From an optimization exercise on the open Yosys and OpenROAD flow, aimed at small area and a short achievable clock period; shortcuts taken in it are not production practice.
Function was checked by simulation only, so behaviour that the tests miss may differ from the original.
Power figures rest on the tool's default switching activity, not on a simulated workload.

==> module data_mem_responder, before the edit <==
module data_mem_responder #(
    parameter int ADDR_W      = 9,
    parameter int DATA_W      = 8,
    parameter int DEPTH       = 256,
    parameter int WAIT_CYCLES = 2
) (
    input  logic              clk,
    input  logic              rst_n,
    input  logic              req_valid,
    output logic              req_ready,
    input  logic              req_write,
    input  logic [ADDR_W-1:0] req_addr,
    input  logic [DATA_W-1:0] req_wdata,
    output logic              rsp_valid,
    input  logic              rsp_ready,
    output logic [DATA_W-1:0] rsp_rdata,
    output logic              rsp_err,
    output logic              busy,
    output logic [7:0]        err_count
);
    localparam int NP = 8;                   
    logic [256*DATA_W-1:0] mem_q;
    logic              req_ready_q, busy_q, rsp_valid_q;
    logic              s1_q, s2_q;           
    logic              err_q;
    logic [7:0]        errcnt_q;
    logic [DATA_W-1:0] rdata_q;
    logic [ADDR_W-1:0] addr_q;
    logic              wr_q;
    logic [DATA_W-1:0] wd_q;
    logic [63:0]       rsel_q;
    logic [3:0]        rquad_q;
    logic [31:0]       wlon_q, wlo_q;
    logic [7:0]        whin_q, whi_q;
    logic [DATA_W-1:0] wd1_q, wd2_q;
    logic [NP*DATA_W-1:0] part_q;
    logic rvn_q;
    wire idle     = ~(s1_q | s2_q) & rvn_q;        
    wire accept   = req_valid & idle;
    wire handover = ~rvn_q & rsp_ready;
    wire rdy_nx   = (idle & ~req_valid) | handover;
    wire rv_nx    = s2_q | (~rvn_q & ~rsp_ready);
    always_ff @(posedge clk) begin
        if (!rst_n) begin
            req_ready_q <= 1'b1;
            busy_q      <= 1'b0;
            rsp_valid_q <= 1'b0;
            rvn_q       <= 1'b1;
            s1_q        <= 1'b0;
            s2_q        <= 1'b0;
        end else begin
            req_ready_q <= rdy_nx;
            busy_q      <= ~rdy_nx;
            rsp_valid_q <= rv_nx;
            rvn_q       <= ~rv_nx;
            s1_q        <= accept;
            s2_q        <= s1_q;
        end
    end
    always_ff @(posedge clk) begin
        if (idle) begin
            addr_q <= req_addr;
            wr_q   <= req_write;
            wd_q   <= req_wdata;
        end
    end
    always_ff @(posedge clk) begin
        rsel_q  <= ~(64'd1 << req_addr[5:0]);
        rquad_q <= ~(4'd1 << req_addr[7:6]);
    end
    logic [NP*DATA_W-1:0] part_d;
    genvar gp, gb;
    generate
        for (gp = 0; gp < NP; gp++) begin : g_part
            for (gb = 0; gb < DATA_W; gb++) begin : g_bit
                logic [31:0] col;
                always_comb
                    for (int k = 0; k < 32; k++)
                        col[k] = mem_q[(32*gp+k)*DATA_W+gb];
                assign part_d[gp*DATA_W+gb] = rquad_q[gp/2] | &(rsel_q[32*(gp%2) +: 32] | col);
            end
        end
    endgenerate
    always_ff @(posedge clk) part_q <= part_d;
    logic [DATA_W-1:0] rd_word;
    always_comb begin
        rd_word = '1;
        for (int p = 0; p < NP; p++) rd_word = rd_word & part_q[p*DATA_W +: DATA_W];
    end
    logic [DATA_W-1:0] rdn_q;
    logic              errn_q;
    logic [7:0]        ecn_q;
    logic [DATA_W-1:0] rd_nx;
    logic              err_nx;
    logic [7:0]        ec_nx;
    always_comb begin
        rd_nx  = ~rdn_q;
        err_nx = ~errn_q;
        ec_nx  = ~ecn_q;
        if (!rst_n) begin
            rd_nx  = '0;
            err_nx = 1'b0;
            ec_nx  = 8'd0;
        end else if (s2_q) begin
            rd_nx  = addr_q[8] ? '0 : (wr_q ? wd_q : rd_word);
            err_nx = addr_q[8];
            if (addr_q[8] && ecn_q != 8'h00) ec_nx = ~ecn_q + 8'd1;
        end else if (handover) begin
            err_nx = 1'b0;
        end
    end
    always_ff @(posedge clk) begin
        rdata_q  <= rd_nx;
        rdn_q    <= ~rd_nx;
        err_q    <= err_nx;
        errn_q   <= ~err_nx;
        errcnt_q <= ec_nx;
        ecn_q    <= ~ec_nx;
    end
    wire wr_arm = rst_n & s2_q & wr_q & ~addr_q[8];
    always_ff @(posedge clk) begin
        wlon_q <= ~(32'd1 << addr_q[4:0]);
        wlo_q  <= 32'd1 << addr_q[4:0];
        whin_q <= ~({7'd0, wr_arm} << addr_q[7:5]);
        whi_q  <= {7'd0, wr_arm} << addr_q[7:5];
        wd1_q  <= wd_q;
        wd2_q  <= wd1_q;
    end
    always_ff @(posedge clk) begin
        for (int w = 0; w < 256; w++) begin
            logic wsel, keep;
            logic [DATA_W-1:0] wdat;
            wsel = ~(whin_q[w/32] | wlon_q[w%32]);
            keep = ~(whi_q[w/32] & wlo_q[w%32]);
            wdat = (w < 86) ? wd_q : (w < 171) ? wd1_q : wd2_q;
            mem_q[w*DATA_W +: DATA_W] <= ({DATA_W{wsel}} & wdat) |
                                         ({DATA_W{keep}} & mem_q[w*DATA_W +: DATA_W]);
        end
    end
    assign req_ready = req_ready_q;
    assign busy      = busy_q;
    assign rsp_valid = rsp_valid_q;
    assign rsp_rdata = rdata_q;
    assign rsp_err   = err_q;
    assign err_count = errcnt_q;
endmodule
export LEC_CHECK = 0
export CAP_MARGIN = 20
export CORE_MARGIN = 2
export CORE_UTILIZATION = 60
export CTS_CLUSTER_DIAMETER = 80
export CTS_CLUSTER_SIZE = 30
export PLACE_DENSITY = 0.72
export SETUP_SLACK_MARGIN = 2.3
export SLEW_MARGIN = 20
create_clock -name core_clock -period 4.4 [get_ports {clk}]
run.sh (not shown) runs the stock make flow with config.mk's settings and CLKGATE_MAP_FILE= SYNTH_SCRIPT=/design/flow/synth_recipe.tcl, a recipe that flattens the netlist after the stock synthesis.
The baseline ran to the end with no violations.
Edit:
--- a/flow/design.v
+++ b/flow/design.v
@@ -21,4 +21,5 @@
 );
     localparam int NP = 8;                   
+    localparam int GP = 16 / NP;             
     logic [256*DATA_W-1:0] mem_q;
     logic              req_ready_q, busy_q, rsp_valid_q;
@@ -30,8 +31,8 @@
     logic              wr_q;
     logic [DATA_W-1:0] wd_q;
-    logic [63:0]       rsel_q;
-    logic [3:0]        rquad_q;
-    logic [31:0]       wlon_q, wlo_q;
-    logic [7:0]        whin_q, whi_q;
+    logic [NP-1:0][15:0] rlon_q;             
+    logic [15:0]         rhin_q;             
+    logic [15:0]       wlon_q, wlo_q;
+    logic [15:0]       whin_q, whi_q;
     logic [DATA_W-1:0] wd1_q, wd2_q;
     logic [NP*DATA_W-1:0] part_q;
@@ -66,18 +67,24 @@
         end
     end
+    wire [15:0] lon_dec = ~(16'd1 << req_addr[3:0]);
+    wire [15:0] hin_dec = ~(16'd1 << req_addr[7:4]);
     always_ff @(posedge clk) begin
-        rsel_q  <= ~(64'd1 << req_addr[5:0]);
-        rquad_q <= ~(4'd1 << req_addr[7:6]);
+        for (int p = 0; p < NP; p++) rlon_q[p] <= lon_dec;
+        rhin_q <= hin_dec;
     end
     logic [NP*DATA_W-1:0] part_d;
-    genvar gp, gb;
+    genvar gp, gb, gi;
     generate
         for (gp = 0; gp < NP; gp++) begin : g_part
             for (gb = 0; gb < DATA_W; gb++) begin : g_bit
-                logic [31:0] col;
-                always_comb
-                    for (int k = 0; k < 32; k++)
-                        col[k] = mem_q[(32*gp+k)*DATA_W+gb];
-                assign part_d[gp*DATA_W+gb] = rquad_q[gp/2] | &(rsel_q[32*(gp%2) +: 32] | col);
+                logic [GP-1:0] grp;
+                for (gi = 0; gi < GP; gi++) begin : g_row
+                    logic [15:0] col;
+                    always_comb
+                        for (int j = 0; j < 16; j++)
+                            col[j] = mem_q[(16*(GP*gp+gi)+j)*DATA_W+gb];
+                    assign grp[gi] = rhin_q[GP*gp+gi] | &(rlon_q[gp] | col);
+                end
+                assign part_d[gp*DATA_W+gb] = &grp;
             end
         end
@@ -121,8 +128,8 @@
     wire wr_arm = rst_n & s2_q & wr_q & ~addr_q[8];
     always_ff @(posedge clk) begin
-        wlon_q <= ~(32'd1 << addr_q[4:0]);
-        wlo_q  <= 32'd1 << addr_q[4:0];
-        whin_q <= ~({7'd0, wr_arm} << addr_q[7:5]);
-        whi_q  <= {7'd0, wr_arm} << addr_q[7:5];
+        wlon_q <= ~(16'd1 << addr_q[3:0]);
+        wlo_q  <= 16'd1 << addr_q[3:0];
+        whin_q <= ~({15'd0, wr_arm} << addr_q[7:4]);
+        whi_q  <= {15'd0, wr_arm} << addr_q[7:4];
         wd1_q  <= wd_q;
         wd2_q  <= wd1_q;
@@ -132,6 +139,6 @@
             logic wsel, keep;
             logic [DATA_W-1:0] wdat;
-            wsel = ~(whin_q[w/32] | wlon_q[w%32]);
-            keep = ~(whi_q[w/32] & wlo_q[w%32]);
+            wsel = ~(whin_q[w/16] | wlon_q[w%16]);
+            keep = ~(whi_q[w/16] & wlo_q[w%16]);
             wdat = (w < 86) ? wd_q : (w < 171) ? wd1_q : wd2_q;
             mem_q[w*DATA_W +: DATA_W] <= ({DATA_W{wsel}} & wdat) |
After rerunning:
- non-clock buffer count fell by 47
- count of clock-buffer cells in the layout goes down by 7
- synthesized cell count goes up by 4.2%
- die area stays flat
- utilization shrinks by 0.29 points
- cell area falls by 0.44%
- setup slack gets better by 0.17 ns
- power fell by about 0.9%
- routed wire length shrinks by about 14%
- clock skew increases by 0.0033 ns
- sequential power came out lower by about 2%
- global-route usage falls by 7.3 points

afterwards: timing with drivers on the ports:
The results above use ideal ports. As a check the final layouts listed here were re-extracted and re-timed, cells and wires unchanged. Step 1 (the two cells are an assumption about what drives the block):
set clk [get_ports {clk}]
set_driving_cell -lib_cell sky130_fd_sc_hd__clkbuf_16 $clk
set_driving_cell -lib_cell sky130_fd_sc_hd__buf_2 [delete_from_list [all_inputs] $clk]
Step 2 moves the port delays by t, midway between the first and last clock arrival at a register: inputs arrive t later, outputs are due t later. That takes back most of the time a late clock gives input paths. Slacks: ideal ports / drivers / drivers and shift; pairs: ideal ports / drivers.
run | t (ns) | slack for setup (ns) | worst setup path at the end | worst register clock-pin slew, ns | cell pins on the clock port's net
the first run | 0.867 | 2.006 / 2.006 / 1.639 | input to register | 0.12 / 0.12 | 1
the second run | 0.843 | 2.174 / 2.174 / 1.840 | input to register | 0.12 / 0.12 | 1
After both steps setup and hold are still met in every run listed. For the first run, which loses most, drivers alone change the setup slack by 0.000 ns; drivers and shift together by -0.367 ns.
